From an optimization exercise on the open Yosys and OpenROAD flow, aimed at small area and few clock cycles per item; shortcuts taken in it are not production practice.
RTL that was checked went through simulation tests only; none was proved equivalent to the original.
Function not checked in run 4: the RTL went through the layout flow alone.
No activity file was given, so power comes from the tool's default toggle rates.

[flow/run.sh]
#!/bin/bash
# Standard layout with area-oriented changes: port buffers use buf_1 and
# clock tree synthesis uses clusters of sinks under single small clock
# buffers, without dummy loads. Non-critical cells are downsized after global routing.
set -euo pipefail
export RECOVER_POWER=100
export BUFFER_PORTS_ARGS="-buffer_cell sky130_fd_sc_hd__buf_1"
export CTS_ARGS="-sink_clustering_enable -repair_clock_nets -dont_use_dummy_load -buf_list sky130_fd_sc_hd__clkbuf_8 -sink_clustering_size 20 -sink_clustering_max_diameter 60"
bash standard.sh > standard_make.log 2>&1
[standard.sh]
#!/bin/bash
# synth_recipe.tcl (not shown) runs the flow's synth.tcl, then flattens the netlist and writes it again
# the make line also repeats each setting of config.mk as NAME=value (left out here)
make -C /OpenROAD-flow-scripts/flow DESIGN_CONFIG=/design/flow/config.mk WORK_HOME=/design/flow/orfs CLKGATE_MAP_FILE= SYNTH_SCRIPT=/design/flow/synth_recipe.tcl "${@:-finish}"
[config.mk]
export PLATFORM = sky130hd
export DESIGN_NAME = range_negotiation_ack_barrier_unit
export DESIGN_NICKNAME = range_negotiation_ack_barrier_unit
export VERILOG_FILES = /design/flow/design.v
export SDC_FILE = /design/flow/constraint.sdc
export NUM_CORES = 4
export LEC_CHECK = 0
export CAP_MARGIN = 20
export CORE_MARGIN = 2
export CORE_UTILIZATION = 40
export SLEW_MARGIN = 20
[constraint.sdc]
create_clock -name core_clock -period 6.5 [get_ports {clk}]
set_input_delay 1.3000 -clock core_clock [delete_from_list [all_inputs] [get_ports {clk}]]
set_output_delay 1.3000 -clock core_clock [all_outputs]
set_load 0.01 [all_outputs]
[design.v]
`timescale 1ns / 1ps
package rnab_pkg;
    localparam int SRC_W   = 8;
    localparam int ROUND_W = 32;
    localparam int PADDR_W = 3;
    localparam int PDATA_W = 32;
    localparam int RANK_W  = 7;
endpackage
`timescale 1ns / 1ps
module rnab_cfg (
    input  logic                          clk,
    input  logic                          rst_n,
    input  logic                          psel,
    input  logic                          penable,
    input  logic                          pwrite,
    input  logic [rnab_pkg::PADDR_W-1:0]  paddr,
    input  logic [rnab_pkg::PDATA_W-1:0]  pwdata,
    output logic [rnab_pkg::PDATA_W-1:0]  prdata,
    output logic                          pready,
    output logic [rnab_pkg::RANK_W-1:0]   rank_total
);
    assign pready = 1'b1;
    assign prdata = paddr[2] ? '0 : rnab_pkg::PDATA_W'(rank_total);
    always_ff @(posedge clk or negedge rst_n)
    begin
        if (!rst_n)
            rank_total <= rnab_pkg::RANK_W'(1);
        else if (psel && penable && pwrite && !paddr[2])
            rank_total <= pwdata[rnab_pkg::RANK_W-1:0];
    end
endmodule
`timescale 1ns / 1ps
module rnab_core (
    input  logic                          clk,
    input  logic                          rst_n,
    input  logic                          take,
    input  logic                          bump,
    input  logic [1:0]                    action,
    input  logic [rnab_pkg::SRC_W-1:0]    sender,
    input  logic [rnab_pkg::ROUND_W-1:0]  msg_round,
    input  logic [rnab_pkg::RANK_W-1:0]   rank_total,
    output logic [2:0]                    kind,
    output logic [2:0]                    err,
    output logic                          two,
    output logic [1:0]                    phase,
    output logic [1:0]                    prev_phase,
    output logic [rnab_pkg::ROUND_W-1:0]  pivot_round,
    output logic [rnab_pkg::ROUND_W-1:0]  ack_round
);
    localparam logic [1:0] P_INIT   = 2'd0;
    localparam logic [1:0] P_READY  = 2'd1;
    localparam logic [1:0] P_RENEGO = 2'd2;
    localparam logic [1:0] P_ACK    = 2'd3;
    localparam logic [2:0] K_PIVOTS  = 3'd0;
    localparam logic [2:0] K_ACKS    = 3'd1;
    localparam logic [2:0] K_RELEASE = 3'd2;
    localparam logic [2:0] K_NONE    = 3'd3;
    localparam logic [2:0] K_ERROR   = 3'd4;
    logic [5:0]                    resp;
    logic                          sel;
    logic [6:0]                    n_eff;
    logic                          bad;
    logic                          renego;
    logic [6:0]                    resp_inc;
    logic                          pivot_done;
    logic [rnab_pkg::ROUND_W-1:0]  ack_round_inc;
    logic                          to_next;
    logic                          is_now;
    logic                          marked;
    logic [6:0]                    cnt_now;
    logic                          complete;
    logic [1:0]  phase_d;
    logic [1:0]  prev_d;
    logic        resp_ld;
    logic        pr_inc;
    logic        ar_inc;
    logic        set_en;
    logic        swap;
    assign n_eff      = rank_total[6] ? 7'd64 : rank_total;
    assign bad        = (sender >= {1'b0, n_eff});
    assign renego     = (phase == P_RENEGO);
    assign resp_inc   = renego ? {1'b0, resp} + 7'd1 : 7'd1;
    assign pivot_done = (resp_inc >= n_eff);
    assign ack_round_inc = ack_round + 1'b1;
    assign to_next       = (msg_round == ack_round_inc);
    assign is_now        = (msg_round == ack_round);
    assign complete      = to_next ? (cnt_now >= n_eff) : ({1'b0, cnt_now} + 8'd1 >= {1'b0, n_eff});
    rnab_fifo u_maps (
        .clk     (clk),
        .rst_n   (rst_n),
        .sel     (sel),
        .to_next (to_next),
        .idx     (sender[5:0]),
        .set_en  (set_en),
        .swap    (swap),
        .marked  (marked),
        .cnt_now (cnt_now)
    );
    always_comb
    begin
        kind    = K_NONE;
        err     = 3'd0;
        two     = 1'b0;
        phase_d = phase;
        prev_d  = prev_phase;
        resp_ld = 1'b0;
        pr_inc  = 1'b0;
        ar_inc  = 1'b0;
        set_en  = 1'b0;
        swap    = 1'b0;
        case (action)
            2'd0:
            begin
                if (!phase[1])
                begin
                    prev_d  = phase;
                    phase_d = P_RENEGO;
                    resp_ld = 1'b1;
                    kind    = K_PIVOTS;
                end
            end
            2'd1:
            begin
                if (msg_round != pivot_round)
                begin
                    kind = K_ERROR;
                    err  = 3'd1;
                end
                else if (bad)
                begin
                    kind = K_ERROR;
                    err  = 3'd3;
                end
                else
                begin
                    resp_ld = 1'b1;
                    if (!renego)
                    begin
                        prev_d  = phase;
                        phase_d = P_RENEGO;
                        kind    = K_PIVOTS;
                    end
                    if (pivot_done)
                    begin
                        prev_d  = P_RENEGO;
                        phase_d = P_ACK;
                        if (!renego)
                            two = 1'b1;
                        else
                        begin
                            kind   = K_ACKS;
                            pr_inc = 1'b1;
                        end
                    end
                end
            end
            2'd2:
            begin
                if (!to_next && !is_now)
                begin
                    kind = K_ERROR;
                    err  = 3'd2;
                end
                else if (bad)
                begin
                    kind = K_ERROR;
                    err  = 3'd3;
                end
                else if (marked)
                begin
                    kind = K_ERROR;
                    err  = 3'd4;
                end
                else if (complete && !phase[1])
                begin
                    kind = K_ERROR;
                    err  = 3'd5;
                end
                else if (complete)
                begin
                    swap   = 1'b1;
                    set_en = to_next;
                    ar_inc = 1'b1;
                    if (phase == P_ACK)
                    begin
                        prev_d  = P_ACK;
                        phase_d = P_READY;
                        kind    = K_RELEASE;
                    end
                end
                else
                    set_en = 1'b1;
            end
            default:
            begin
                if (renego)
                begin
                    kind = K_ERROR;
                    err  = 3'd6;
                end
                else
                    phase_d = P_INIT;
            end
        endcase
        if (!take)
        begin
            resp_ld = 1'b0;
            pr_inc  = 1'b0;
            ar_inc  = 1'b0;
            set_en  = 1'b0;
            swap    = 1'b0;
        end
    end
    always_ff @(posedge clk or negedge rst_n)
    begin
        if (!rst_n)
        begin
            phase       <= P_INIT;
            prev_phase  <= P_INIT;
            resp        <= '0;
            pivot_round <= '0;
            ack_round   <= '0;
            sel         <= 1'b0;
        end
        else
        begin
            if (take)
            begin
                phase      <= phase_d;
                prev_phase <= prev_d;
            end
            if (resp_ld)
                resp <= (action == 2'd0) ? 6'd0 : resp_inc[5:0];
            if (pr_inc || bump)
                pivot_round <= pivot_round + 1'b1;
            if (ar_inc)
                ack_round <= ack_round_inc;
            if (swap)
                sel <= !sel;
        end
    end
endmodule
`timescale 1ns / 1ps
module rnab_fifo (
    input  logic        clk,
    input  logic        rst_n,
    input  logic        sel,
    input  logic        to_next,
    input  logic [5:0]  idx,
    input  logic        set_en,
    input  logic        swap,
    output logic        marked,
    output logic [6:0]  cnt_now
);
    logic [63:0] bank_a;
    logic [63:0] bank_b;
    logic [6:0]  cnt_a;
    logic [6:0]  cnt_b;
    logic [63:0] onehot;
    logic [63:0] onehot_s;
    logic        tgt_b;
    logic        clr_a;
    logic        clr_b;
    logic        set_a;
    logic        set_b;
    assign tgt_b   = sel ^ to_next;
    assign onehot  = 64'd1 << idx;
    assign onehot_s = {64{set_en}} & onehot;
    assign marked  = tgt_b ? (bank_b[idx] && !clr_b) : (bank_a[idx] && !clr_a);
    assign cnt_now = sel ? cnt_b : cnt_a;
    assign set_a  = set_en && !tgt_b;
    assign set_b  = set_en && tgt_b;
    always_ff @(posedge clk)
    begin
        bank_a <= (bank_a & {64{!clr_a}}) | (onehot_s & {64{!tgt_b}});
        bank_b <= (bank_b & {64{!clr_b}}) | (onehot_s & {64{tgt_b}});
    end
    always_ff @(posedge clk or negedge rst_n)
    begin
        if (!rst_n)
        begin
            cnt_a <= '0;
            cnt_b <= '0;
            clr_a <= 1'b1;
            clr_b <= 1'b1;
        end
        else
        begin
            clr_a <= swap && !sel;
            clr_b <= swap && sel;
            if (swap && !sel)
                cnt_a <= '0;
            else if (set_a)
                cnt_a <= cnt_a + 1'b1;
            if (swap && sel)
                cnt_b <= '0;
            else if (set_b)
                cnt_b <= cnt_b + 1'b1;
        end
    end
endmodule
`timescale 1ns / 1ps
module range_negotiation_ack_barrier_unit (
    input  logic                          clk,
    input  logic                          rst_n,
    input  logic                          in_valid,
    output logic                          in_ready,
    input  logic [1:0]                    action,
    input  logic [rnab_pkg::SRC_W-1:0]    sender,
    input  logic [rnab_pkg::ROUND_W-1:0]  msg_round,
    output logic                          out_valid,
    input  logic                          out_ready,
    output logic [2:0]                    kind,
    output logic [2:0]                    error_code,
    output logic [rnab_pkg::ROUND_W-1:0]  round,
    output logic [1:0]                    phase,
    output logic [1:0]                    prev_phase,
    output logic                          last,
    input  logic                          psel,
    input  logic                          penable,
    input  logic                          pwrite,
    input  logic [rnab_pkg::PADDR_W-1:0]  paddr,
    input  logic [rnab_pkg::PDATA_W-1:0]  pwdata,
    output logic [rnab_pkg::PDATA_W-1:0]  prdata,
    output logic                          pready
);
    logic [rnab_pkg::RANK_W-1:0]   rank_total;
    logic                          pend2;
    logic                          take;
    logic                          bump;
    logic [2:0]                    kind_c;
    logic [2:0]                    err_c;
    logic                          two_c;
    logic [rnab_pkg::ROUND_W-1:0]  pivot_round;
    logic [rnab_pkg::ROUND_W-1:0]  ack_round;
    assign in_ready = !pend2 && (!out_valid || out_ready);
    assign take     = in_valid && in_ready;
    assign bump     = pend2 && out_ready;
    rnab_cfg u_cfg (
        .clk        (clk),
        .rst_n      (rst_n),
        .psel       (psel),
        .penable    (penable),
        .pwrite     (pwrite),
        .paddr      (paddr),
        .pwdata     (pwdata),
        .prdata     (prdata),
        .pready     (pready),
        .rank_total (rank_total)
    );
    rnab_core u_core (
        .clk         (clk),
        .rst_n       (rst_n),
        .take        (take),
        .bump        (bump),
        .action      (action),
        .sender      (sender),
        .msg_round   (msg_round),
        .rank_total  (rank_total),
        .kind        (kind_c),
        .err         (err_c),
        .two         (two_c),
        .phase       (phase),
        .prev_phase  (prev_phase),
        .pivot_round (pivot_round),
        .ack_round   (ack_round)
    );
    always_ff @(posedge clk or negedge rst_n)
    begin
        if (!rst_n)
        begin
            out_valid <= 1'b0;
            pend2     <= 1'b0;
        end
        else
        begin
            if (take)
            begin
                out_valid <= 1'b1;
                pend2     <= two_c;
            end
            else if (out_ready)
            begin
                out_valid <= pend2;
                pend2     <= 1'b0;
            end
        end
    end
    always_ff @(posedge clk)
    begin
        if (take)
        begin
            kind       <= kind_c;
            error_code <= err_c;
        end
        else if (bump)
            kind <= 3'd1;
    end
    assign last  = !pend2;
    assign round = (kind == 3'd0) ? pivot_round :
                   (kind == 3'd1) ? ack_round : '0;
endmodule
==> flow_summary.json, run 1 <==
{
  "synth_top_cell_by_area": "dfxtp_1",
  "ant_nets": 0,
  "switching_share_pct": 28.9,
  "drive_gt1_share_pct": 6.55,
  "p_int_mw": 1.96,
  "worst_ir_drop_vdd_v": 0.000154,
  "grt_usage_pct": 20.3,
  "final_area_mm2": 0.0143,
  "r2r_slack_ns": 1.44,
  "yosys_warnings": 4,
  "cpPeakStageDelay_ns": 1.13,
  "worst_ep_required_time_ns": 6.85,
  "avgSynthCellArea_um2": 9.35,
  "vias_per_cell": 5.55,
  "cp_num_buf_inv": 2,
  "fin_skew_ns": 0.127,
  "worst_hold_slack_ns": 0.471,
  "arrival_ns": 5.75,
  "setup_tns_ns": 0,
  "die_h_um": 187,
  "critPathLaunchType": "primary input",
  "diodes": 0,
  "routedWlPerCell_um": 18.5,
  "cpMostUsedCell": "a21o_1",
  "hp-start": "u_core.u_maps.bank_a[19]",
  "hold_path_class": "flip-flop to flip-flop",
  "ctsResizeCount": 0,
  "portBuffers": 108,
  "pre_cts_ws_ns": 1.16,
  "synth_top_area_share_pct": 19.1,
  "initial_core_util_pct": 40.4,
  "post-dp-hpwl_mm": 25.5,
  "route.detailed.drc": 0,
  "hold_depth": 2,
  "num_vias": 10800,
  "worstMarginPinSlew_ns": 2.83,
  "synthFlopType": "dfxtp_1",
  "die_w_um": 187,
  "max_slew_margin_pct": -88.8,
  "endpoint_kind": "flip-flop",
  "p_per_area_mw_per_mm2": 192,
  "r2r_cells": 12,
  "cts_hold_buf": 0,
  "final_hold_viol_count": 0,
  "drtIter0Drc": 922,
  "antenna_found_initial": 0,
  "clk_pin_slew_worst_paths_ns": 0.07,
  "synthesis.area_mm2": 0.0134,
  "synth_edf_count": 6,
  "syn_to_final_growth_pct": 6.48,
  "ys_types": 79,
  "cts_tree": "done",
  "post-cts-setup-buffers": 0,
  "grt_max_degree": 68,
  "p_leak_nw": 6.58,
  "gp_congestion": 0.910,
  "period_needed_ns": 5.40,
  "first_pass_iters": 5,
  "fillers": 3342,
  "maxCapViolCount": 3,
  "overflow": 0,
  "ys_seq_elements": 234,
  "synthTopCellsByArea": "dfxtp_1 (19%), dfrtp_1 (18%), o22ai_1 (6.1%), mux4_2 (5.4%), xnor2_1 (5.2%)",
  "ys_top_cells_by_count": "inv_1 (153), o22ai_1 (131), dfxtp_1 (128)",
  "rsz0062_at_grt": "false",
  "holdPathEnd": "u_core.u_maps.bank_a[19]",
  "row_count": 67,
  "clock.fmax_ghz": 0.185,
  "worstReg2RegEnd": "u_core.u_maps.bank_a[12]",
  "setup_violations": 0,
  "status": "complete, but fails checks",
  "r2r-start": "u_core.ack_round[0]",
  "so_faults": "capacitance limit, slew limit",
  "ctsLongestPathBuffers": 3,
  "cts_num_sinks": 234,
  "core_area_mm2": 0.0333,
  "clockPowerShare_pct": 29.1,
  "grt_pass1_wl_mm": 57.9,
  "crit_chain": "clkbuf_1 > ha_1 > a21o_1 > a21o_1 > a21o_1 > a21oi_1 > o2111ai_1 > o31ai_1 > clkbuf_1 > and2_0 > nand3_1 > xnor2_1",
  "criticalPathCategory": "primary input to flip-flop",
  "synthArstFlopShare_pct": 42.7,
  "yosysSeqAreaShare_pct": 39.1,
  "grt_pass1_vias": 10500,
  "place_area_mm2": 0.0140,
  "power.switching_mw": 0.794,
  "clk_latency_ns": 0.60,
  "synthCells": 1437,
  "seqPwrFrac_pct": 55.3,
  "power_frac_comb_pct": 15.7,
  "period_share_pct": 83.0,
  "path_max_fanout": 23,
  "die-area_mm2": 0.0351,
  "cts_buffers": 23,
  "cts.htree.levels": 1,
  "critical_path.top_delay_family": "buffers and inverters",
  "synth.most_common_cell": "inv_1",
  "routed_wl_mm": 36.0,
  "layout.nets": 1620,
  "root_buffer": "clkbuf_8",
  "worst_slack_ns": 1.10,
  "cpMaxStageDelayCell": "clkbuf_1",
  "maxSlewViolCount": 108,
  "ios": 162
}
[power groups by stage]
stage | combinational [mW] | sequential [mW] | clock (mW)
2_1_floorplan | 0.301 | 1.54 | 0
3_3_place_gp | 0.425 | 1.55 | 0
3_5_place_dp | 0.432 | 1.55 | 0
4_1_cts | 0.434 | 1.52 | 0.831
5_1_grt | 0.483 | 1.52 | 0.880
6_report | 0.431 | 1.52 | 0.799
[cell usage in the layout (no fill, tap or decap), types with 13 or more instances in the layout]
master      n
a21o_1     13
a21oi_1    25
a22o_1     33
and2_1     13
and3_1     19
buf_1     104
clkbuf_8   23
conb_1     26
dfrtp_1    97
dfxtp_1   128
ha_1       38
inv_1     153
mux2_2     16
mux2i_1    19
mux4_2     32
nand2_1   110
nand3_1    51
nand4_1    33
nor2_1     46
nor2b_1    14
nor3_1     23
nor4_1     23
o22ai_1   131
xnor2_1    79
xor2_1     68
[metrics by stage]
stage	power, mW	util, %	std cells
floorplan	1.84	-	1461
global placement	1.97	42.2	1921
detailed placement	1.98	42.2	1921
CTS	2.78	43.1	1944
global route	2.89	43.0	1944
finish	2.75	43.0	1944
[cell type report]
| class | count | area [µm²] | area share [%] |
|---|---|---|---|
| multi-input combinational | 963 | 7100 | 49.6 |
| clock buffer | 23 | 317 | 2.21 |
| timing repair buffer | 123 | 505 | 3.53 |
| inverter | 153 | 574 | 4.01 |
| tap | 448 | 561 | 3.92 |
| sequential | 234 | 5250 | 36.7 |
[routing by layer]
layer | share of wire (%) | global-route usage [%]
met5 | 0 | 0
met4 | 3.1 | 6.44
met1 | 45 | 27.8
met2 | 46 | 33.2
met3 | 6.1 | 2.78
[worst reg2reg max path: stages, from the launching register on]
cell       delay [ns]
dfrtp_1          0.49
ha_1             0.29
nand3_1          0.20
or3_1            0.49
or4_1            0.56
a211oi_1         0.23
nand4_1          0.20
or4b_1           0.76
a2111oi_4        0.43
buf_4            0.24
and2b_1          0.22
nand2_1          0.54
o22ai_1          0.30
[registers in the layout, indices dropped and copies added (netlist names)]
name                  flops
error_code                3
kind                      3
out_valid                 1
pend2                     1
u_cfg.rank_total          7
u_core.ack_round         32
u_core.phase              2
u_core.pivot_round       32
u_core.prev_phase         2
u_core.resp               6
u_core.sel                1
u_core.u_maps.bank_a     64
u_core.u_maps.bank_b     64
u_core.u_maps.clr_a       1
u_core.u_maps.clr_b       1
u_core.u_maps.cnt_a       7
u_core.u_maps.cnt_b       7
[how the worst max path moves through the flow]
| stage | to | depth (start not counted) | from | slack [ns] |
|---|---|---|---|---|
| 5_1_grt | u_core.u_maps.bank_b[51] | 12 | sender[1] | 0.66 |
| 3_5_place_dp | u_core.ack_round[1] | 12 | sender[1] | 1.16 |
| 4_1_cts | u_core.ack_round[1] | 11 | u_core.ack_round[0] | 1.51 |
| 6_report | u_core.pivot_round[16] | 12 | sender[1] | 1.10 |
| 2_1_floorplan | u_core.pivot_round[9] | 15 | sender[0] | 1.11 |
| 3_3_place_gp | u_core.ack_round[1] | 12 | sender[1] | 1.20 |
[cells by family (layout without fill, tap and decap cells)]
kind of cell | Yosys count | in the layout | share of synthesized area, %
and+or+nand+nor | 395 | 395 | 15.9
DFF | 234 | 234 | 39.1
other | 2 | 26 | 0.0559
AOI/OAI and AO/OA | 287 | 287 | 14.9
muxes | 70 | 70 | 8.37
xor gates and xnor gates | 147 | 147 | 9.58
buffers and inverters | 264 | 299 | 8.61
adders and majority gates | 38 | 38 | 3.54
Testbench counts, summed over its fixed seeds: cycles 64,320, items 64,000.
==> run 2: changes to the inputs <==
--- a/flow/run.sh
+++ b/flow/run.sh
@@ -3,5 +3,4 @@
 # clock tree synthesis uses clusters of sinks under single small clock
-# buffers, without dummy loads. Non-critical cells are downsized after global routing.
+# buffers, without dummy loads.
 set -euo pipefail
-export RECOVER_POWER=100
 export BUFFER_PORTS_ARGS="-buffer_cell sky130_fd_sc_hd__buf_1"
==> run 2 against run 1 <==
Against the previous run:
- now clean on timing, DRC and antenna
- non-clock buffer count stayed put
- fmax is 8.4% higher
- critical path depth is 2 lower
- synthesized cell count stayed put
- first-iteration DRC count is 6.9% lower
- die area stayed put
- final cell count stayed put
- worst setup slack better by 0.42 ns
- clock skew is 0.00061 ns higher
- total power hardly changed
- design area is 0.38% higher
- largest cell class unchanged
- highest routed layer unchanged
==> flow_summary.json, run 2 <==
{
  "setup_violations": 0,
  "gp_congestion": 0.910,
  "criticalPathCategory": "flip-flop to flip-flop",
  "endpoint_kind": "flip-flop",
  "status": "complete, no violations",
  "grt.met2_usage_pct": 33.2,
  "cts.htree.levels": 1,
  "r2r-start": "u_core.ack_round[13]",
  "final_cells": 1944,
  "p_per_area_mw_per_mm2": 191,
  "top_usage_layer": "met2",
  "worst_slack_ns": 1.52,
  "die-area_mm2": 0.0351,
  "routed_wl_mm": 36.1,
  "synth.most_common_cell": "inv_1",
  "p_int_mw": 1.96,
  "diodes": 0,
  "r2r_cells": 10,
  "power_frac_comb_pct": 15.8,
  "holdPathEnd": "u_core.u_maps.bank_a[19]",
  "die_h_um": 187,
  "initial_core_util_pct": 40.4,
  "ys_top_cells_by_count": "inv_1 (153), o22ai_1 (131), dfxtp_1 (128)",
  "ctsResizeCount": 0,
  "rsz0062_at_grt": "false",
  "antenna_found_initial": 0,
  "avgSynthCellArea_um2": 9.35,
  "ant_nets": 0,
  "yosys_warnings": 4,
  "arrival_ns": 5.38,
  "p_leak_nw": 6.60,
  "setup_tns_ns": 0,
  "cts_tree": "done",
  "fillers": 3326,
  "synthCells": 1437,
  "clockPowerShare_pct": 28.9,
  "vias_per_cell": 5.53,
  "row_count": 67,
  "post-dp-hpwl_mm": 25.5,
  "layout_common_cells": "inv_1 (153), o22ai_1 (131), dfxtp_1 (128)",
  "pre_cts_ws_ns": 1.16,
  "grt_max_degree": 68,
  "r2r_slack_ns": 1.52,
  "fin_skew_ns": 0.128,
  "synth_edf_count": 6,
  "place_inst": 1921,
  "drive_gt1_share_pct": 7.69,
  "root_buffer": "clkbuf_8",
  "cts_num_sinks": 234,
  "path_max_fanout": 16,
  "grt_pass1_wl_mm": 57.9,
  "synthFlopType": "dfxtp_1",
  "post-cts-setup-buffers": 0,
  "final_area_mm2": 0.0144,
  "worstReg2RegEnd": "u_core.ack_round[1]",
  "num_vias": 10800,
  "clk_pin_slew_worst_paths_ns": 0.08,
  "ios": 162,
  "final_hold_viol_count": 0,
  "final_core_util_pct": 43.1,
  "synth_top_area_share_pct": 19.1,
  "hold_depth": 2,
  "switching_share_pct": 28.8,
  "largest_registers": "u_core.u_maps.bank_a: 64 flops, u_core.u_maps.bank_b: 64 flops",
  "ys_types": 79,
  "clk_latency_ns": 0.60,
  "maxCapViolCount": 0,
  "grt_use_met1_pct": 27.8,
  "hp-start": "u_core.u_maps.bank_a[19]",
  "worst_hold_slack_ns": 0.471,
  "clock.fmax_ghz": 0.201,
  "synthesis.area_mm2": 0.0134,
  "seqPwrFrac_pct": 55.3,
  "power_mw": 2.75,
  "core_area_mm2": 0.0333,
  "yosysSeqAreaShare_pct": 39.1,
  "portBuffers": 108,
  "routedWlPerCell_um": 18.5,
  "synth_top_cell_by_area": "dfxtp_1",
  "layout.nets": 1620,
  "synthTopCellsByArea": "dfxtp_1 (19%), dfrtp_1 (18%), o22ai_1 (6.1%), mux4_2 (5.4%), xnor2_1 (5.2%)",
  "worst_ep_required_time_ns": 6.90,
  "worst_ir_drop_vdd_v": 0.000153,
  "final_common_cell": "inv_1",
  "period_share_pct": 76.6,
  "power.switching_mw": 0.792,
  "overflow": 0,
  "drtIter0Drc": 858,
  "ctsLongestPathBuffers": 3,
  "die_w_um": 187,
  "first_pass_iters": 5,
  "place_area_mm2": 0.0140,
  "maxSlewViolCount": 0,
  "critPathLaunchType": "flip-flop",
  "hold_path_class": "flip-flop to flip-flop",
  "cts_hold_buf": 0,
  "syn_to_final_growth_pct": 6.89,
  "period_needed_ns": 4.98,
  "gr-usage-met3_pct": 2.78,
  "route.detailed.drc": 0,
  "max_slew_margin_pct": 29.9,
  "cts_buffers": 23,
  "grt_pass1_vias": 10500,
  "worstMarginPinSlew_ns": 1.05,
  "grt_usage_pct": 20.3,
  "ys_seq_elements": 234,
  "synthArstFlopShare_pct": 42.7
}
run 2: final cells by class:
class / instances / area (µm²) / area share, %
tap: 448 / 561 / 3.90
multi-input combinational: 963 / 7140 / 49.7
sequential: 234 / 5250 / 36.6
timing repair buffer: 123 / 524 / 3.65
inverter: 153 / 574 / 4.00
clock buffer: 23 / 317 / 2.20
run 2: layer usage:
metal / up-vias / wire, µm
met5: - / 0
met4: 0 / 1110
met3: 70 / 2060
met2: 341 / 16700
met1: 5161 / 16200
li1: 5183 / -
run 2: kinds of logic (layout without fill, tap and decap cells):
logic type | count (synthesis) | in the layout | synth area share, %
other cells | 2 | 26 | 0.0559
simple gates | 395 | 395 | 15.9
fa+ha+maj | 38 | 38 | 3.54
xor+xnor | 147 | 147 | 9.58
flops | 234 | 234 | 39.1
compound gates | 287 | 287 | 14.9
mux | 70 | 70 | 8.37
buf+inv | 264 | 299 | 8.61
run 2: how the worst max path moves through the flow:
| stage | start | endpoint | slack [ns] | depth (start not counted) |
|---|---|---|---|---|
| after global routing | u_core.ack_round[0] | u_core.u_maps.bank_a[11] | 1.25 | 12 |
| after detailed placement | sender[1] | u_core.ack_round[1] | 1.16 | 12 |
| after global placement | sender[1] | u_core.ack_round[1] | 1.20 | 12 |
| final | u_core.ack_round[13] | u_core.ack_round[1] | 1.52 | 10 |
| after CTS | u_core.ack_round[0] | u_core.ack_round[1] | 1.51 | 11 |
| after floorplan | sender[0] | u_core.pivot_round[9] | 1.11 | 15 |
run 2: power groups by stage:
stage,combinational (mW),sequential [mW],clock (mW)
after floorplan,0.301,1.54,0
after global placement,0.425,1.55,0
after detailed placement,0.432,1.55,0
after CTS,0.434,1.52,0.831
after global routing,0.486,1.52,0.880
final,0.434,1.52,0.795
run 2: worst max-delay path, stage by stage, from the launching register on:
cell and delay, ns:
dfrtp_1 0.62, nand4_4 0.24, or4_1 0.64, or4_1 0.52, a211oi_1 0.29, nand4b_1 0.19, or4b_1 0.72, a2111oi_4 0.43
and3_1 0.51, buf_4 0.33, mux2_2 0.36
==> run 3: changes to the inputs <==
==> flow/run.sh (replaced) <==
#!/bin/bash
# Standard layout with area-oriented changes: port buffers use buf_1 and
# clock tree synthesis uses clusters of sinks under single small clock
# buffers, without dummy loads.
set -euo pipefail
export BUFFER_PORTS_ARGS="-buffer_cell sky130_fd_sc_hd__buf_1"
export CTS_ARGS="-sink_clustering_enable -repair_clock_nets -dont_use_dummy_load -buf_list sky130_fd_sc_hd__clkbuf_4 -sink_clustering_size 12 -sink_clustering_max_diameter 50"
bash standard.sh > standard_make.log 2>&1
--- a/config.mk
+++ b/config.mk
@@ -7,5 +7,6 @@
 export LEC_CHECK = 0
-export CAP_MARGIN = 20
+export CAP_MARGIN = 0
 export CORE_MARGIN = 2
 export CORE_UTILIZATION = 40
-export SLEW_MARGIN = 20
+export GPL_TIMING_DRIVEN = 0
+export SLEW_MARGIN = 0
==> run 3 against run 2 <==
Against the previous run:
- count of clock-buffer cells in the layout up 11
- total power down 0.99%
- clock power down 5.9%
- area after synthesis unchanged
- hold slack better by 0.0019 ns
- die area unchanged
- core utilization up 1.3 points
- via count up 4.1%
- synthesized cell count unchanged
- worst setup slack worse by 0.91 ns
- sequential power about the same
- largest cell class unchanged
==> flow_summary.json, run 3 <==
{
  "status": "complete, no violations",
  "worstMarginPinSlew_ns": 1.24,
  "yosysSeqAreaShare_pct": 39.1,
  "clk_pin_slew_worst_paths_ns": 0.06,
  "final_common_cell": "inv_1",
  "synthTopCellsByArea": "dfxtp_1 (19%), dfrtp_1 (18%), o22ai_1 (6.1%), mux4_2 (5.4%), xnor2_1 (5.2%)",
  "cts_buffers": 34,
  "endpoint_kind": "flip-flop",
  "cp_num_buf_inv": 5,
  "worst_ir_drop_vdd_v": 0.000109,
  "grt_pass1_vias": 10800,
  "setup_violations": 0,
  "worst_ep_required_time_ns": 6.97,
  "rsz0062_at_grt": "false",
  "first_pass_iters": 6,
  "clk_latency_ns": 0.72,
  "synth_top_area_share_pct": 19.1,
  "routedWlPerCell_um": 18.3,
  "critical_path.top_delay_family": "buffers and inverters",
  "p_leak_nw": 6.89,
  "route.detailed.drc": 0,
  "root_buffer": "clkbuf_4",
  "final_hold_viol_count": 0,
  "ant_nets": 0,
  "power_mw": 2.72,
  "synthFlopType": "dfxtp_1",
  "layout_common_cells": "inv_1 (153), o22ai_1 (131), dfxtp_1 (128)",
  "max_slew_margin_pct": 16.5,
  "synth_top_cell_by_area": "dfxtp_1",
  "portBuffers": 107,
  "grt_max_degree": 38,
  "antenna_found_initial": 1,
  "grt_pass1_wl_mm": 60.2,
  "period_share_pct": 90.7,
  "row_count": 67,
  "core_area_mm2": 0.0333,
  "clock.fmax_ghz": 0.170,
  "yosys_warnings": 4,
  "initial_core_util_pct": 40.4,
  "ctsLongestPathBuffers": 3,
  "critPathLaunchType": "primary input",
  "cts_tree": "done",
  "drtIter0Drc": 844,
  "ys_top_cells_by_count": "inv_1 (153), o22ai_1 (131), dfxtp_1 (128)",
  "post-cts-setup-buffers": 0,
  "synth_edf_count": 6,
  "die_h_um": 187,
  "routed_wl_mm": 37.6,
  "num_vias": 11200,
  "gp_congestion": 0.920,
  "ios": 162,
  "p_per_area_mw_per_mm2": 184,
  "maxSlewViolCount": 0,
  "ys_types": 79,
  "grt_usage_pct": 21.4,
  "layout.nets": 1728,
  "vias_per_cell": 5.45,
  "maxCapViolCount": 0,
  "place_inst": 2018,
  "cts.htree.levels": 2,
  "final_cells": 2053,
  "fin_skew_ns": 0.124,
  "overflow": 0,
  "synthCells": 1437,
  "avgSynthCellArea_um2": 9.35,
  "crit_chain": "buf_1 > clkdlybuf4s15_1 > clkbuf_2 > inv_1 > ha_1 > nand2b_1 > a21o_1 > a21o_1 > a21o_1 > a21oi_1 > o2111ai_1 > o31ai_4 > and4_1 > clkbuf_1 > nand4_1 > xnor2_1",
  "post-dp-hpwl_mm": 28.0,
  "hold_path_class": "flip-flop to flip-flop",
  "cpMaxStageDelayCell": "clkdlybuf4s15_1",
  "largest_registers": "u_core.u_maps.bank_a: 64 flops, u_core.u_maps.bank_b: 64 flops",
  "cts_num_sinks": 234,
  "cpMostUsedCell": "a21o_1",
  "cpPeakStageDelay_ns": 0.72,
  "synth.most_common_cell": "inv_1",
  "syn_to_final_growth_pct": 10.2,
  "path_max_fanout": 10,
  "synthesis.area_mm2": 0.0134,
  "drive_gt1_share_pct": 10.5,
  "synthArstFlopShare_pct": 42.7,
  "criticalPathCategory": "primary input to flip-flop",
  "die_w_um": 187,
  "die-area_mm2": 0.0351,
  "ys_seq_elements": 234,
  "period_needed_ns": 5.89,
  "arrival_ns": 6.36
}
run 3: cell counts after synthesis:
No cell type changed its count.
run 3: routing by layer:
metal	GRT usage [%]	up-vias	wire length [µm]
met5	0	-	0
met4	7.02	0	1100
met3	3.81	67	2570
met2	33.8	387	17000
met1	29.7	5321	17000
li1	-	5423	-
run 3: cells by family after synthesis:
family / share of synthesized area [%]
and+or+nand+nor: 15.9
AOI/OAI and AO/OA: 14.9
buffers and inverters: 8.61
DFF: 39.1
xor gates and xnor gates: 9.58
muxes: 8.37
adders and majority gates: 3.54
other: 0.0559
run 3: repair_timing:
item | in CTS | in global routing
hold endpoints to repair | 0 | 0
gates resized for setup | 3 | 1
hold buffers | 0 | 0
endpoints found under the setup margin | 6 | 16
pin swaps | 0 | 0
run 3: worst min-delay path: stages, from the launching register on:
cell and delay, ns:
dfxtp_1 0.31, inv_1 0.04, o22ai_1 0.07
run 3: layout make-up:
class,count,area (µm²)
antenna,1,2.50
fill,3336,18500
timing repair buffer,109,443
inverter,153,574
multi-input combinational,963,7130
clock buffer,34,255
sequential,234,5250
tap,448,561
buffer,111,589
run 3: final timing paths:
check	startpoint	end	slack (ns)	cells after the start
max	sender[0]	u_core.pivot_round[9]	0.61	16
min	u_core.u_maps.bank_a[8]	u_core.u_maps.bank_a[8]	0.47	2
max reg2reg	u_core.ack_round[1]	u_core.u_maps.bank_b[59]	1.34	13
min reg2reg	u_core.u_maps.bank_a[8]	u_core.u_maps.bank_a[8]	0.47	2
max in group asynchronous	rst_n	u_core.pivot_round[16]	4.98	2
min in group asynchronous	rst_n	u_core.u_maps.cnt_b[6]	0.74	1
run 3: report_power, final:
part           internal [mW]  total, mW  leakage [nW]  switching (mW)
registers               1.48       1.51          2.45          0.0272
clock network          0.241      0.748         0.156           0.507
logic                  0.172      0.462          4.29           0.290
run 3: through the flow:
| stage | utilization, % | setup WS (ns) | hold slack, ns | TNS [ns] | cell area, µm² |
|---|---|---|---|---|---|
| after floorplan | - | 1.11 | 0.449 | 0 | 13500 |
| after global placement | 43.5 | -1.22 | 0.455 | -86.34 | 14500 |
| after detailed placement | 43.7 | -0.770 | 0.461 | -38.52 | 14500 |
| after CTS | 44.5 | 0.158 | 0.474 | 0 | 14800 |
| after global routing | 44.5 | 0.243 | 0.494 | 0 | 14800 |
| final | 44.5 | 0.606 | 0.473 | 0 | 14800 |
==> run 4: changes to the inputs <==
--- a/design.v
+++ b/design.v
@@ -254,4 +254,4 @@
 );
-    logic [63:0] bank_a;
-    logic [63:0] bank_b;
+    logic [63:0] bank_a_n;
+    logic [63:0] bank_b_n;
     logic [6:0]  cnt_a;
@@ -268,3 +268,3 @@
     assign onehot_s = {64{set_en}} & onehot;
-    assign marked  = tgt_b ? (bank_b[idx] && !clr_b) : (bank_a[idx] && !clr_a);
+    assign marked  = tgt_b ? (!bank_b_n[idx] && !clr_b) : (!bank_a_n[idx] && !clr_a);
     assign cnt_now = sel ? cnt_b : cnt_a;
@@ -274,4 +274,4 @@
     begin
-        bank_a <= (bank_a & {64{!clr_a}}) | (onehot_s & {64{!tgt_b}});
-        bank_b <= (bank_b & {64{!clr_b}}) | (onehot_s & {64{tgt_b}});
+        bank_a_n <= (bank_a_n | {64{clr_a}}) & ~(onehot_s & {64{!tgt_b}});
+        bank_b_n <= (bank_b_n | {64{clr_b}}) & ~(onehot_s & {64{tgt_b}});
     end
==> flow/run.sh (replaced) <==
#!/bin/bash
# Standard layout with area-oriented changes: port buffers use buf_1 and
# clock tree synthesis uses clusters of sinks under single small clock
# buffers, without dummy loads.
set -euo pipefail
export BUFFER_PORTS_ARGS="-buffer_cell sky130_fd_sc_hd__buf_1"
export CTS_ARGS="-sink_clustering_enable -repair_clock_nets -dont_use_dummy_load -buf_list sky130_fd_sc_hd__clkbuf_8 -sink_clustering_size 20 -sink_clustering_max_diameter 60"
bash standard.sh > standard_make.log 2>&1
--- a/config.mk
+++ b/config.mk
@@ -7,6 +7,5 @@
 export LEC_CHECK = 0
-export CAP_MARGIN = 0
+export CAP_MARGIN = 20
 export CORE_MARGIN = 2
 export CORE_UTILIZATION = 40
-export GPL_TIMING_DRIVEN = 0
-export SLEW_MARGIN = 0
+export SLEW_MARGIN = 20
==> run 4 against run 3 <==
Against the previous run:
- final cell count is 0.54% lower
- synthesized cell count is 6.1% higher
- sequential share of layout area is 0.30 points higher
- fmax is 17% higher
- largest cell class unchanged
- global-route usage is 1.0 points lower
- still clean
==> flow_summary.json, run 4 <==
{
  "setup_violations": 0,
  "ys_seq_elements": 234,
  "max_slew_margin_pct": 24.3,
  "r2r-start": "u_core.sel",
  "layout_common_cells": "nor2_1 (190), a21oi_1 (163), dfxtp_1 (128)",
  "final_hold_viol_count": 0,
  "cts_tree": "done",
  "crit_start": "sender[2]",
  "r2r_cells": 15,
  "first_pass_iters": 5,
  "die_w_um": 188,
  "r2r_slack_ns": 1.53,
  "gp_congestion": 0.925,
  "route.detailed.drc": 0,
  "routed_wl_mm": 37.0,
  "status": "complete, no violations",
  "synth.most_common_cell": "nor2_1",
  "row_count": 67,
  "routedWlPerCell_um": 18.1,
  "synth_top_cell_by_area": "dfxtp_1",
  "hold_path_class": "flip-flop to flip-flop",
  "portBuffers": 108,
  "yosys_warnings": 4,
  "worstMarginPinSlew_ns": 1.12,
  "root_buffer": "clkbuf_8",
  "endpoint_kind": "flip-flop",
  "grt_pass1_wl_mm": 58.4,
  "fin_skew_ns": 0.0878,
  "ys_top_cells_by_count": "nor2_1 (190), a21oi_1 (163), dfxtp_1 (128)",
  "crit_chain": "buf_1 > nor4b_1 > buf_4 > a22oi_1 > nand4_1 > nor3_1 > a211oi_1 > buf_4 > mux2i_1 > nand3b_1 > a211oi_2 > buf_4 > nor4b_2 > xor2_1",
  "overflow": 0,
  "synthesis.area_mm2": 0.0136,
  "pre_cts_ws_ns": 1.02,
  "endpoint": "u_core.ack_round[29]",
  "syn_to_final_growth_pct": 8.29,
  "synth_top_area_share_pct": 18.9,
  "diodes": 0,
  "period_needed_ns": 5.05,
  "gr-usage-met3_pct": 2.49,
  "p_per_area_mw_per_mm2": 187,
  "die_h_um": 188,
  "final_common_cell": "nor2_1",
  "clock.fmax_ghz": 0.198,
  "maxCapViolCount": 0,
  "core_area_mm2": 0.0334,
  "criticalPathCategory": "primary input to flip-flop",
  "clk_pin_slew_worst_paths_ns": 0.06,
  "cpMostUsedCell": "buf_4",
  "path_max_fanout": 18,
  "grt_pass1_vias": 10600,
  "antenna_found_initial": 1,
  "period_share_pct": 77.7,
  "ios": 162,
  "critPathLaunchType": "primary input",
  "avgSynthCellArea_um2": 8.90,
  "synthTopCellsByArea": "dfxtp_1 (19%), dfrtp_1 (18%), a21oi_1 (6.0%), mux2i_1 (5.5%), nor2_1 (5.3%)",
  "initial_core_util_pct": 40.5,
  "drive_gt1_share_pct": 7.65,
  "worst_slack_ns": 1.45,
  "ctsResizeCount": 0,
  "layout.nets": 1718,
  "worst_ep_required_time_ns": 6.96,
  "vias_per_cell": 5.64,
  "cpMaxStageDelayCell": "a211oi_2",
  "top_usage_layer": "met2",
  "ctsLongestPathBuffers": 3,
  "ys_types": 79,
  "worst_hold_slack_ns": 0.485,
  "p_leak_nw": 6.10,
  "ant_nets": 0,
  "fillers": 3315,
  "grt_usage_pct": 20.4,
  "num_vias": 11500,
  "grt_max_degree": 66,
  "die-area_mm2": 0.0354,
  "synthCells": 1524,
  "cts_buffers": 25,
  "cts_num_sinks": 234,
  "worst_ir_drop_vdd_v": 0.000112,
  "cts.htree.levels": 1,
  "setup_tns_ns": 0,
  "drtIter0Drc": 929,
  "cts_hold_buf": 0,
  "grt.met2_usage_pct": 31.4,
  "grt_use_met1_pct": 29.5,
  "worstReg2RegEnd": "u_core.u_maps.bank_b_n[60]",
  "rsz0062_at_grt": "false",
  "clk_latency_ns": 0.62,
  "arrival_ns": 5.50,
  "post-cts-setup-buffers": 0,
  "synthFlopType": "dfxtp_1",
  "synthArstFlopShare_pct": 42.7,
  "cpPeakStageDelay_ns": 0.81,
  "maxSlewViolCount": 0,
  "post-dp-hpwl_mm": 26.5,
  "yosysSeqAreaShare_pct": 38.7,
  "largest_registers": "u_core.u_maps.bank_a_n: 64 flops, u_core.u_maps.bank_b_n: 64 flops",
  "synth_edf_count": 6
}
==> run 4: cell types whose count changed after synthesis, sizes merged, moves of 28 or more <==
cell / delta
mux2i: +55
mux4: -32
o22ai: -128
nor2: +154
inv: -129
a22oi: +28
a21oi: +138
==> run 4: power breakdown <==
group	switching (mW)	internal [mW]	leakage (nW)
clock network	0.491	0.341	0.180
logic	0.263	0.141	3.46
registers	0.0310	1.48	2.45
total	0.785	1.96	6.10
==> run 4: metrics by stage <==
step | cell area, µm² | std cells | utilization [%] | total power, mW
CTS | 14700 | 2042 | 43.9 | 2.77
global placement | 14300 | 2017 | 42.8 | 1.93
detailed placement | 14300 | 2017 | 42.8 | 1.94
finish | 14700 | 2042 | 43.9 | 2.74
floorplan | 13600 | 1548 | - | 1.80
global route | 14700 | 2042 | 43.9 | 2.87
==> run 4: worst min path at each step <==
stage	from	endpoint	slack [ns]	cells after the start
2_1_floorplan	u_core.u_maps.bank_a_n[0]	u_core.u_maps.bank_a_n[0]	0.46	2
4_1_cts	u_core.u_maps.bank_a_n[11]	u_core.u_maps.bank_a_n[11]	0.49	2
5_1_grt	u_core.u_maps.bank_a_n[3]	u_core.u_maps.bank_a_n[3]	0.51	2
3_3_place_gp	u_core.u_maps.bank_a_n[30]	u_core.u_maps.bank_a_n[30]	0.47	2
6_report	u_core.u_maps.bank_a_n[11]	u_core.u_maps.bank_a_n[11]	0.49	2
3_5_place_dp	u_core.u_maps.bank_a_n[52]	u_core.u_maps.bank_a_n[52]	0.48	2
==> run 4: kinds of logic (layout without fill, tap and decap cells) <==
| kind of cell | count (synthesis) | count (layout) | synth area share [%] |
|---|---|---|---|
| buf+inv | 140 | 186 | 4.90 |
| other cells | 2 | 26 | 0.0554 |
| mux | 97 | 97 | 7.43 |
| flops | 234 | 234 | 38.7 |
| compound gates | 322 | 322 | 14.8 |
| fa+ha+maj | 38 | 38 | 3.51 |
| xor+xnor | 151 | 151 | 9.75 |
| simple gates | 540 | 540 | 20.8 |
==> run 4: cell type report <==
cell class              instances  area, µm²  share of cell area, %
multi-input cells            1174       7800                   53.1
clock buffers                  25        344                   2.34
inverters                      24       90.1                  0.614
flip-flops and latches        234       5250                   35.7
repair buffers                137        643                   4.38
well taps                     448        561                   3.82
==> run 4: per-layer routing <==
layer	vias up	wire length (µm)	part of all wire (%)
met5	-	0	0
met2	401	16500	45
met1	5530	17200	47
met3	73	2190	5.9
met4	0	1100	3.0
li1	5511	-	-
==> run 4: worst max-delay path: cells and delay by family <==
family	cells	cell delay [ns]
simple gates	5	1.11
buf+inv	4	1.29
xor+xnor	1	0.17
compound gates	3	1.14
mux	1	0.48
==> run 5: changes to the inputs <==
--- a/design.v
+++ b/design.v
@@ -83,3 +83,27 @@
     assign pivot_done = (resp_inc >= n_eff);
-    assign ack_round_inc = ack_round + 1'b1;
+    logic [rnab_pkg::ROUND_W-1:0]  ack_carry;
+    logic [rnab_pkg::ROUND_W-1:0]  piv_tog;
+    logic [3:0]                    ack_blk;
+    logic [3:0]                    piv_blk;
+    assign ack_blk[0] = 1'b1;
+    assign piv_blk[0] = pr_inc || bump;
+    for (genvar b = 1; b < 4; b++)
+    begin : g_blk
+        assign ack_blk[b] = ack_blk[b-1] && (&ack_round[8*b-1:8*b-8]);
+        assign piv_blk[b] = piv_blk[b-1] && (&pivot_round[8*b-1:8*b-8]);
+    end
+    for (genvar i = 0; i < rnab_pkg::ROUND_W; i++)
+    begin : g_carry
+        if (i % 8 == 0)
+        begin : g_first
+            assign ack_carry[i] = ack_blk[i/8];
+            assign piv_tog[i]   = piv_blk[i/8];
+        end
+        else
+        begin : g_next
+            assign ack_carry[i] = ack_carry[i-1] && ack_round[i-1];
+            assign piv_tog[i]   = piv_tog[i-1] && pivot_round[i-1];
+        end
+    end
+    assign ack_round_inc = ack_round ^ ack_carry;
     assign to_next       = (msg_round == ack_round_inc);
@@ -233,6 +257,4 @@
                 resp <= (action == 2'd0) ? 6'd0 : resp_inc[5:0];
-            if (pr_inc || bump)
-                pivot_round <= pivot_round + 1'b1;
-            if (ar_inc)
-                ack_round <= ack_round_inc;
+            pivot_round <= pivot_round ^ piv_tog;
+            ack_round   <= ack_round ^ (ack_carry & {rnab_pkg::ROUND_W{ar_inc}});
             if (swap)
@@ -254,4 +276,4 @@
 );
-    logic [63:0] bank_a_n;
-    logic [63:0] bank_b_n;
+    logic [63:0] bank_a;
+    logic [63:0] bank_b;
     logic [6:0]  cnt_a;
@@ -268,3 +290,3 @@
     assign onehot_s = {64{set_en}} & onehot;
-    assign marked  = tgt_b ? (!bank_b_n[idx] && !clr_b) : (!bank_a_n[idx] && !clr_a);
+    assign marked  = tgt_b ? (bank_b[idx] && !clr_b) : (bank_a[idx] && !clr_a);
     assign cnt_now = sel ? cnt_b : cnt_a;
@@ -274,4 +296,4 @@
     begin
-        bank_a_n <= (bank_a_n | {64{clr_a}}) & ~(onehot_s & {64{!tgt_b}});
-        bank_b_n <= (bank_b_n | {64{clr_b}}) & ~(onehot_s & {64{tgt_b}});
+        bank_a <= (bank_a & {64{!clr_a}}) | (onehot_s & {64{!tgt_b}});
+        bank_b <= (bank_b & {64{!clr_b}}) | (onehot_s & {64{tgt_b}});
     end
@@ -399,4 +421,4 @@
     assign last  = !pend2;
-    assign round = (kind == 3'd0) ? pivot_round :
-                   (kind == 3'd1) ? ack_round : '0;
+    assign round = (pivot_round & {rnab_pkg::ROUND_W{kind == 3'd0}})
+                 | (ack_round & {rnab_pkg::ROUND_W{kind == 3'd1}});
 endmodule
==> run 5 against run 4 <==
Against the previous run:
- still clean on timing, DRC and antenna
- sequential share of layout area is 1.4 points higher
- die area is 4.1% lower
- synthesized cell count is 13% lower
==> flow_summary.json, run 5 <==
{
  "clk_latency_ns": 0.56,
  "grt_pass1_vias": 9610,
  "drtIter0Drc": 704,
  "power_frac_comb_pct": 15.1,
  "regArea_mm2": 0.00525,
  "r2r_cells": 21,
  "synthAdderAreaFrac_pct": 8.86,
  "synth_edf_count": 6,
  "route.detailed.drc": 0,
  "ctsResizeCount": 0,
  "overflow": 0,
  "worst_slack_ns": 0.539,
  "cts_tree": "done",
  "initial_core_util_pct": 40.3,
  "final_area_mm2": 0.0141,
  "fin_skew_ns": 0.0728,
  "pre_cts_ws_ns": 0.563,
  "gp_congestion": 0.921,
  "synthCells": 1324,
  "diodes": 0,
  "syn_to_final_growth_pct": 8.71,
  "synthTopCellsByArea": "dfxtp_1 (20%), dfrtp_1 (19%), ha_1 (8.9%), o22ai_1 (6.2%), xnor2_1 (5.9%)",
  "ys_types": 69,
  "layout_common_cells": "inv_1 (152), o22ai_1 (129), dfxtp_1 (128)",
  "seqPwrFrac_pct": 56.3,
  "rsz0062_at_grt": "false",
  "path_max_fanout": 8,
  "synthArstFlopShare_pct": 42.7,
  "fillers": 3158,
  "vias_per_cell": 5.43,
  "ios": 162,
  "worst_hold_slack_ns": 0.470,
  "die-area_mm2": 0.0340,
  "power_mw": 2.68,
  "switching_share_pct": 28.1,
  "worst_ir_drop_vdd_v": 0.000102,
  "place_area_mm2": 0.0138,
  "yosys_warnings": 4,
  "r2r-start": "u_core.ack_round[1]",
  "p_leak_nw": 7.17,
  "post-cts-setup-buffers": 0,
  "layout.nets": 1601,
  "row_count": 66,
  "post-dp-hpwl_mm": 24.2,
  "cts_num_sinks": 234,
  "num_vias": 10100,
  "setup_violations": 0,
  "first_pass_iters": 5,
  "criticalPathCategory": "flip-flop to flip-flop",
  "multi_input_area_mm2": 0.00686,
  "endpoint_kind": "flip-flop",
  "hold_depth": 2,
  "synth_mux_area_share_pct": 7.38,
  "final_core_util_pct": 43.8,
  "ctsLongestPathBuffers": 3,
  "ys_top_cells_by_count": "inv_1 (152), o22ai_1 (129), dfxtp_1 (128)",
  "maxSlewViolCount": 0,
  "cts_buffers": 22,
  "synth_top_area_share_pct": 19.7,
  "root_buffer": "clkbuf_8",
  "critPathLaunchType": "flip-flop",
  "ys_seq_elements": 234,
  "r2r_slack_ns": 0.54,
  "final_common_cell": "inv_1",
  "cpMaxStageDelayCell": "or4_1",
  "final_hold_viol_count": 0,
  "hold_path_class": "flip-flop to flip-flop",
  "status": "complete, no violations",
  "worstMarginPinSlew_ns": 0.836,
  "grt_max_degree": 67,
  "synthFlopType": "dfxtp_1",
  "worstReg2RegEnd": "u_core.u_maps.cnt_b[5]",
  "power.switching_mw": 0.753,
  "portBuffers": 108,
  "cts.htree.levels": 1,
  "cpMostUsedCell": "ha_1",
  "setup_tns_ns": 0,
  "arrival_ns": 6.44,
  "yosys.area_share.simple_pct": 11.9,
  "grt_usage_pct": 19.5,
  "synth_top_family_by_area": "compound AO/OA/AOI/OAI gates",
  "grt_pass1_wl_mm": 52.6,
  "worst_ep_required_time_ns": 6.98,
  "hp-start": "u_core.u_maps.bank_b[3]",
  "drive_gt1_share_pct": 7.10,
  "clockPowerShare_pct": 28.6,
  "antenna_found_initial": 0,
  "cts_hold_buf": 0,
  "largest_registers": "u_core.u_maps.bank_a: 64 flops, u_core.u_maps.bank_b: 64 flops",
  "routedWlPerCell_um": 17.9,
  "synth_xor_area_share_pct": 10.0,
  "die_w_um": 184,
  "period_needed_ns": 5.96,
  "avgSynthCellArea_um2": 9.82,
  "synthesis.area_mm2": 0.0130,
  "cpPeakStageDelay_ns": 0.61,
  "routed_wl_mm": 33.4,
  "p_int_mw": 1.93,
  "holdPathEnd": "u_core.u_maps.bank_b[3]",
  "p_per_area_mw_per_mm2": 190,
  "synth_top_cell_by_area": "dfxtp_1",
  "place_inst": 1843,
  "synth.most_common_cell": "inv_1",
  "die_h_um": 184,
  "max_slew_margin_pct": 44.1,
  "clock.fmax_ghz": 0.168,
  "ant_nets": 0,
  "final_cells": 1865,
  "yosysSeqAreaShare_pct": 40.4,
  "maxCapViolCount": 0,
  "core_area_mm2": 0.0323,
  "synth_compound_area_share_pct": 13.7,
  "clk_pin_slew_worst_paths_ns": 0.09,
  "period_share_pct": 91.7,
  "crit_chain": "ha_1 > and4_1 > nand4_1 > nor3_1 > inv_1 > nor3_1 > ha_1 > ha_1 > ha_1 > ha_1 > ha_1 > ha_1 > ha_1 > xor2_1 > nor4_1 > nand4b_1 > or4_1 > o2bb2ai_2 > or3_1 > or4_1 > a21oi_1"
}
## run 5: cell type report
class                   instances  area share (%)
multi-input cells             881            48.5
flip-flops and latches        234            37.1
repair buffers                132            4.18
inverters                     154            4.09
well taps                     442            3.91
clock buffers                  22            2.14
## run 5: cell families after synthesis
group | after synthesis
XOR/XNOR | 149
AND/OR/NAND/NOR | 288
buffers and inverters | 233
adder cells (fa/ha/maj) | 92
other | 2
multiplexers | 65
flip-flops | 234
AO/OA/AOI/OAI | 261
## run 5: how the worst max path moves through the flow
stage	endpoint	slack, ns	depth (start not counted)	startpoint
after floorplan	u_core.u_maps.cnt_b[5]	1.50	22	u_core.ack_round[1]
after global placement	u_core.u_maps.cnt_a[2]	0.63	20	u_core.ack_round[1]
after detailed placement	u_core.u_maps.cnt_b[5]	0.56	21	u_core.ack_round[1]
after CTS	u_core.u_maps.cnt_b[5]	0.53	21	u_core.ack_round[1]
after global routing	u_core.u_maps.cnt_a[6]	0.07	20	u_core.ack_round[1]
final	u_core.u_maps.cnt_b[5]	0.54	21	u_core.ack_round[1]
## run 5: critical path: cells and delay by family, from the launching register on
family / cells / cell delay [ns]
DFF: 1 / 0.46
buffers and inverters: 1 / 0.14
and+or+nand+nor: 9 / 3.15
xor gates and xnor gates: 1 / 0.18
AOI/OAI and AO/OA: 2 / 0.42
adders and majority gates: 8 / 1.53
## run 5: metal layers
metal | part of all wire [%] | vias to the layer above | track usage (%)
met4 | 2.0 | 0 | 5.06
met5 | 0 | - | 0
met3 | 5.4 | 50 | 2.67
met1 | 46 | 4899 | 27.1
li1 | - | 4898 | -
met2 | 47 | 272 | 32.2
## run 5: power groups by stage
stage	sequential [mW]	combinational, mW	clock (mW)
final	1.51	0.406	0.768
after global routing	1.51	0.456	0.858
after CTS	1.51	0.410	0.798
after detailed placement	1.54	0.408	0
after global placement	1.54	0.402	0
after floorplan	1.54	0.275	0
Testbench counts of run 5, summed over its fixed seeds: cycles 64,320, items 64,000.
==> run 6: changes to the inputs <==
--- a/flow/run.sh
+++ b/flow/run.sh
@@ -3,4 +3,5 @@
 # clock tree synthesis uses clusters of sinks under single small clock
-# buffers, without dummy loads.
+# buffers, without dummy loads. Constant outputs share one tie cell.
 set -euo pipefail
+export SKIP_REPAIR_TIE_FANOUT=1
 export BUFFER_PORTS_ARGS="-buffer_cell sky130_fd_sc_hd__buf_1"
--- a/config.mk
+++ b/config.mk
@@ -9,3 +9,3 @@
 export CORE_MARGIN = 2
-export CORE_UTILIZATION = 40
+export CORE_UTILIZATION = 60
 export SLEW_MARGIN = 20
==> run 6 against run 5 <==
Against the previous run:
- design area shrank 2.5%
- global-route usage grew 9.3 points
- via count shrank 0.30%
- still clean
==> flow_summary.json, run 6 <==
{
  "maxCapViolCount": 0,
  "synthesis.area_mm2": 0.0130,
  "portBuffers": 108,
  "critical_path.top_delay_family": "simple AND/OR/NAND/NOR gates",
  "die-area_mm2": 0.0229,
  "vias_per_cell": 6.05,
  "syn_to_final_growth_pct": 5.97,
  "first_pass_iters": 5,
  "p_per_area_mw_per_mm2": 193,
  "ys_types": 69,
  "rsz0062_at_grt": "false",
  "clock.fmax_ghz": 0.168,
  "ys_seq_elements": 234,
  "cts_num_sinks": 234,
  "path_max_fanout": 8,
  "synth_top_cell_by_area": "dfxtp_1",
  "drive_gt1_share_pct": 6.82,
  "setup_tns_ns": 0,
  "post-cts-setup-buffers": 0,
  "synthTopCellsByArea": "dfxtp_1 (20%), dfrtp_1 (19%), ha_1 (8.9%), o22ai_1 (6.2%), xnor2_1 (5.9%)",
  "drtIter0Drc": 826,
  "cts.htree.levels": 1,
  "cpMostUsedCell": "ha_1",
  "initial_core_util_pct": 61.4,
  "p_leak_nw": 7.05,
  "synthCells": 1324,
  "routed_wl_mm": 32.8,
  "grt_max_degree": 67,
  "max_slew_margin_pct": 43.4,
  "maxSlewViolCount": 0,
  "antenna_found_initial": 0,
  "row_count": 53,
  "ctsLongestPathBuffers": 3,
  "cts_hold_buf": 0,
  "gp_congestion": 0.923,
  "synth_top_area_share_pct": 19.7,
  "num_vias": 10100,
  "cpPeakStageDelay_ns": 0.59,
  "grt_pass1_vias": 9703,
  "ys_top_cells_by_count": "inv_1 (152), o22ai_1 (129), dfxtp_1 (128)",
  "cp_num_buf_inv": 1,
  "avgSynthCellArea_um2": 9.82,
  "largest_registers": "u_core.u_maps.bank_a: 64 flops, u_core.u_maps.bank_b: 64 flops",
  "layout_common_cells": "inv_1 (152), o22ai_1 (129), dfxtp_1 (128)",
  "final_core_util_pct": 65.1,
  "period_share_pct": 91.3,
  "synth_edf_count": 6,
  "hold_path_class": "flip-flop to flip-flop",
  "grt_pass1_wl_mm": 51.6,
  "overflow": 0,
  "place_inst": 1648,
  "yosys_warnings": 4,
  "arrival_ns": 6.38,
  "diodes": 0,
  "synthArstFlopShare_pct": 42.7,
  "synth.most_common_cell": "inv_1",
  "cpMaxStageDelayCell": "or4_1",
  "pre_cts_ws_ns": 0.686,
  "cts_buffers": 20,
  "core_area_mm2": 0.0212,
  "post-dp-hpwl_mm": 23.4,
  "grt_usage_pct": 28.8,
  "place_area_mm2": 0.0135,
  "routedWlPerCell_um": 19.7,
  "yosysSeqAreaShare_pct": 40.4,
  "status": "complete, no violations",
  "die_h_um": 151,
  "die_w_um": 151,
  "crit_chain": "ha_1 > and4_1 > nand4_1 > nor3_1 > inv_1 > nor3_1 > ha_1 > ha_1 > ha_1 > ha_1 > ha_1 > ha_1 > ha_1 > xor2_1 > nor4_1 > nand4b_1 > or4_1 > o2bb2ai_2 > or3_1 > or4_1 > a21oi_1",
  "ios": 162,
  "worst_slack_ns": 0.563,
  "worstMarginPinSlew_ns": 0.847,
  "final_cells": 1668,
  "synthFlopType": "dfxtp_1",
  "root_buffer": "clkbuf_8",
  "endpoint_kind": "flip-flop",
  "setup_violations": 0,
  "criticalPathCategory": "flip-flop to flip-flop",
  "worst_ep_required_time_ns": 6.94,
  "ctsResizeCount": 0,
  "clk_latency_ns": 0.56,
  "critPathLaunchType": "flip-flop",
  "final_common_cell": "inv_1",
  "clk_pin_slew_worst_paths_ns": 0.10,
  "ant_nets": 0,
  "final_hold_viol_count": 0,
  "worst_ir_drop_vdd_v": 0.000220,
  "cts_tree": "done",
  "route.detailed.drc": 0,
  "layout.nets": 1571,
  "final_area_mm2": 0.0138,
  "fin_skew_ns": 0.0711,
  "period_needed_ns": 5.94
}
run 6: layer usage:
layer | share of wire [%] | routed length [µm] | vias up | track usage (%)
met5 | 0 | 0 | - | 0
met2 | 45 | 14700 | 330 | 45.8
li1 | - | - | 4854 | -
met4 | 2.4 | 792 | 0 | 7.62
met1 | 46 | 15100 | 4851 | 41.5
met3 | 6.5 | 2120 | 54 | 4.16
run 6: where the power goes:
| group | switching, mW | internal (mW) | leakage (nW) |
|---|---|---|---|
| combinational | 0.259 | 0.147 | 4.46 |
| clock | 0.469 | 0.276 | 0.144 |
| sequential | 0.0288 | 1.48 | 2.45 |
run 6: logic make-up after synthesis:
| family | synth area share, % |
|---|---|
| AO/OA/AOI/OAI | 13.7 |
| multiplexers | 7.38 |
| XOR/XNOR | 10.0 |
| buffers and inverters | 7.63 |
| other | 0.0578 |
| flip-flops | 40.4 |
| adder cells (fa/ha/maj) | 8.86 |
| AND/OR/NAND/NOR | 11.9 |
run 6: tightest hold or removal path, stage by stage (launching register included):
cell and delay (ns):
dfxtp_1 0.32, inv_1 0.04, o22ai_1 0.07
run 6: path summary, 6_finish.rpt:
check	start	to	slack, ns	cells after the start
worst max-delay path	u_core.ack_round[0]	u_core.u_maps.cnt_b[5]	0.56	21
worst min-delay path	u_core.u_maps.bank_a[63]	u_core.u_maps.bank_a[63]	0.47	2
worst max register to register	u_core.ack_round[0]	u_core.u_maps.cnt_b[5]	0.56	21
worst min register to register	u_core.u_maps.bank_a[63]	u_core.u_maps.bank_a[63]	0.47	2
max in group asynchronous	rst_n	u_core.ack_round[22]	4.47	2
min in group asynchronous	rst_n	u_cfg.rank_total[3]	0.82	1
run 6: final cells by class:
class,count,area [µm²]
Fill cell,1857,7380
Tap cell,275,344
Sequential cell,234,5250
Clock buffer,20,275
Timing Repair Buffer,128,561
Multi-Input combinational cell,857,6770
Inverter,154,578
run 6: metrics by stage:
step	power, mW	hold WS [ns]
2_1_floorplan	1.81	0.449
3_3_place_gp	1.94	0.456
3_5_place_dp	1.95	0.461
4_1_cts	2.68	0.475
5_1_grt	2.79	0.490
6_report	2.66	0.474
==> run 7: changes to the inputs <==
--- a/config.mk
+++ b/config.mk
@@ -9,3 +9,3 @@
 export CORE_MARGIN = 2
-export CORE_UTILIZATION = 60
+export CORE_UTILIZATION = 40
 export SLEW_MARGIN = 20
==> run 7 against run 6 <==
Against the previous run:
- critical endpoint unchanged
- register-to-register slack got worse by 0.05 ns
- count of clock-buffer cells in the layout is 1 higher
- clock power is 0.8% higher
- design area up 1.9%
- final cell count is 10% higher
- area after synthesis unchanged
- total power grew 0.28%
- combinational power barely moved
- still clean on timing, DRC and antenna
- routed wire length up 2.7%
- non-clock buffer count grew 5
- hold slack worse by 0.0043 ns
==> flow_summary.json, run 7 <==
{
  "place_area_mm2": 0.0137,
  "synthFlopType": "dfxtp_1",
  "endpoint_kind": "flip-flop",
  "post-cts-setup-buffers": 0,
  "p_leak_nw": 7.09,
  "final_hold_viol_count": 0,
  "synthArstFlopShare_pct": 42.7,
  "cpMaxStageDelayCell": "or4_1",
  "syn_to_final_growth_pct": 7.98,
  "arrival_ns": 6.45,
  "core_area_mm2": 0.0323,
  "criticalPathCategory": "flip-flop to flip-flop",
  "status": "complete, no violations",
  "grt_max_degree": 67,
  "grt_pass1_vias": 9590,
  "clk_pin_slew_worst_paths_ns": 0.08,
  "grt_pass1_wl_mm": 53.2,
  "worst_ir_drop_vdd_v": 0.000112,
  "ys_types": 69,
  "setup_violations": 0,
  "path_max_fanout": 8,
  "yosys_warnings": 4,
  "top_usage_layer": "met2",
  "worstMarginPinSlew_ns": 0.884,
  "ctsLongestPathBuffers": 3,
  "worstReg2RegEnd": "u_core.u_maps.cnt_b[5]",
  "ctsResizeCount": 0,
  "max_slew_margin_pct": 40.9,
  "root_buffer": "clkbuf_8",
  "setup_tns_ns": 0,
  "critPathLaunchType": "flip-flop",
  "cts_num_sinks": 234,
  "synth_edf_count": 6,
  "largest_registers": "u_core.u_maps.bank_a: 64 flops, u_core.u_maps.bank_b: 64 flops",
  "holdPathEnd": "u_core.u_maps.bank_b[37]",
  "r2r_cells": 21,
  "layout_common_cells": "inv_1 (152), o22ai_1 (129), dfxtp_1 (128)",
  "worst_ep_required_time_ns": 6.96,
  "fin_skew_ns": 0.0807,
  "cts_buffers": 21,
  "initial_core_util_pct": 40.3,
  "hold_path_class": "flip-flop to flip-flop",
  "die_h_um": 184,
  "portBuffers": 108,
  "period_needed_ns": 5.99,
  "clk_latency_ns": 0.57,
  "drive_gt1_share_pct": 7.29,
  "gr-usage-met3_pct": 2.87,
  "diodes": 0,
  "synthCells": 1324,
  "route.detailed.drc": 0,
  "p_per_area_mw_per_mm2": 190,
  "final_common_cell": "inv_1",
  "clock.fmax_ghz": 0.167,
  "synth_top_area_share_pct": 19.7,
  "r2r-start": "u_core.ack_round[1]",
  "r2r_slack_ns": 0.51,
  "num_vias": 10100,
  "first_pass_iters": 5,
  "period_share_pct": 92.1,
  "cts_hold_buf": 0,
  "grt_usage_pct": 19.7,
  "ys_top_cells_by_count": "inv_1 (152), o22ai_1 (129), dfxtp_1 (128)",
  "rsz0062_at_grt": "false",
  "ant_nets": 0,
  "hold_depth": 2,
  "final_area_mm2": 0.0140,
  "ios": 162,
  "hp-start": "u_core.u_maps.bank_b[37]",
  "avgSynthCellArea_um2": 9.82
}
==> run 7: layout make-up <==
cell class              instances  area [µm²]
clock buffers                  21         289
multi-input cells             857        6770
repair buffers                133         599
well taps                     442         553
inverters                     154         578
fillers                      3239       18300
flip-flops and latches        234        5250
==> run 7: worst max path at each step <==
stage / from / to / slack, ns
6_report: u_core.ack_round[1] / u_core.u_maps.cnt_b[5] / 0.51
5_1_grt: u_core.ack_round[1] / u_core.u_maps.cnt_a[1] / 0.03
4_1_cts: u_core.ack_round[1] / u_core.u_maps.cnt_a[3] / 0.53
3_5_place_dp: u_core.ack_round[1] / u_core.prev_phase[0] / 0.58
3_3_place_gp: u_core.ack_round[1] / u_core.u_maps.cnt_a[2] / 0.66
2_1_floorplan: u_core.ack_round[1] / u_core.u_maps.cnt_b[5] / 1.50
==> run 7: cell families after synthesis <==
logic type	after synthesis	share of synthesized area [%]
and+or+nand+nor	288	11.9
AOI/OAI and AO/OA	261	13.7
DFF	234	40.4
buffers and inverters	233	7.63
xor gates and xnor gates	149	10.0
adders and majority gates	92	8.86
muxes	65	7.38
other	2	0.0578
==> run 7: routing by layer <==
layer	vias up	share of wire, %
met4	0	2.3
li1	4866	-
met2	235	46
met1	4911	47
met5	-	0
met3	60	5.3
==> run 7: critical path: cells and delay by family (launching register included) <==
kind / cells / cell delay [ns]
xor gates and xnor gates: 1 / 0.18
buffers and inverters: 1 / 0.14
AOI/OAI and AO/OA: 2 / 0.41
and+or+nand+nor: 9 / 3.14
DFF: 1 / 0.47
adders and majority gates: 8 / 1.57
==> run 7: stage by stage <==
stage          util, %  hold WS [ns]  cells  worst slack (ns)  total power, mW
6_report          43.5         0.470   1841             0.513             2.67
5_1_grt           43.5         0.488   1841            0.0279             2.81
4_1_cts           43.5         0.470   1841             0.530             2.71
3_5_place_dp      42.6         0.461   1820             0.579             1.95
3_3_place_gp      42.6         0.455   1820             0.663             1.94
2_1_floorplan        -         0.449   1324              1.50             1.81
==> run 7: power by group <==
group | switching, mW | internal [mW] | leakage (nW)
Sequential | 0.0285 | 1.48 | 2.45
Combinational | 0.261 | 0.147 | 4.49
Clock | 0.463 | 0.289 | 0.151
Total | 0.752 | 1.92 | 7.09

Setup slack of run 7, layout unchanged: 0.513 ns with ideal ports, 0.513 ns with driving cells assumed (clock clkbuf_16, inputs buf_2), 0.513 ns with port delays also shifted by the 0.577 ns mid clock arrival.
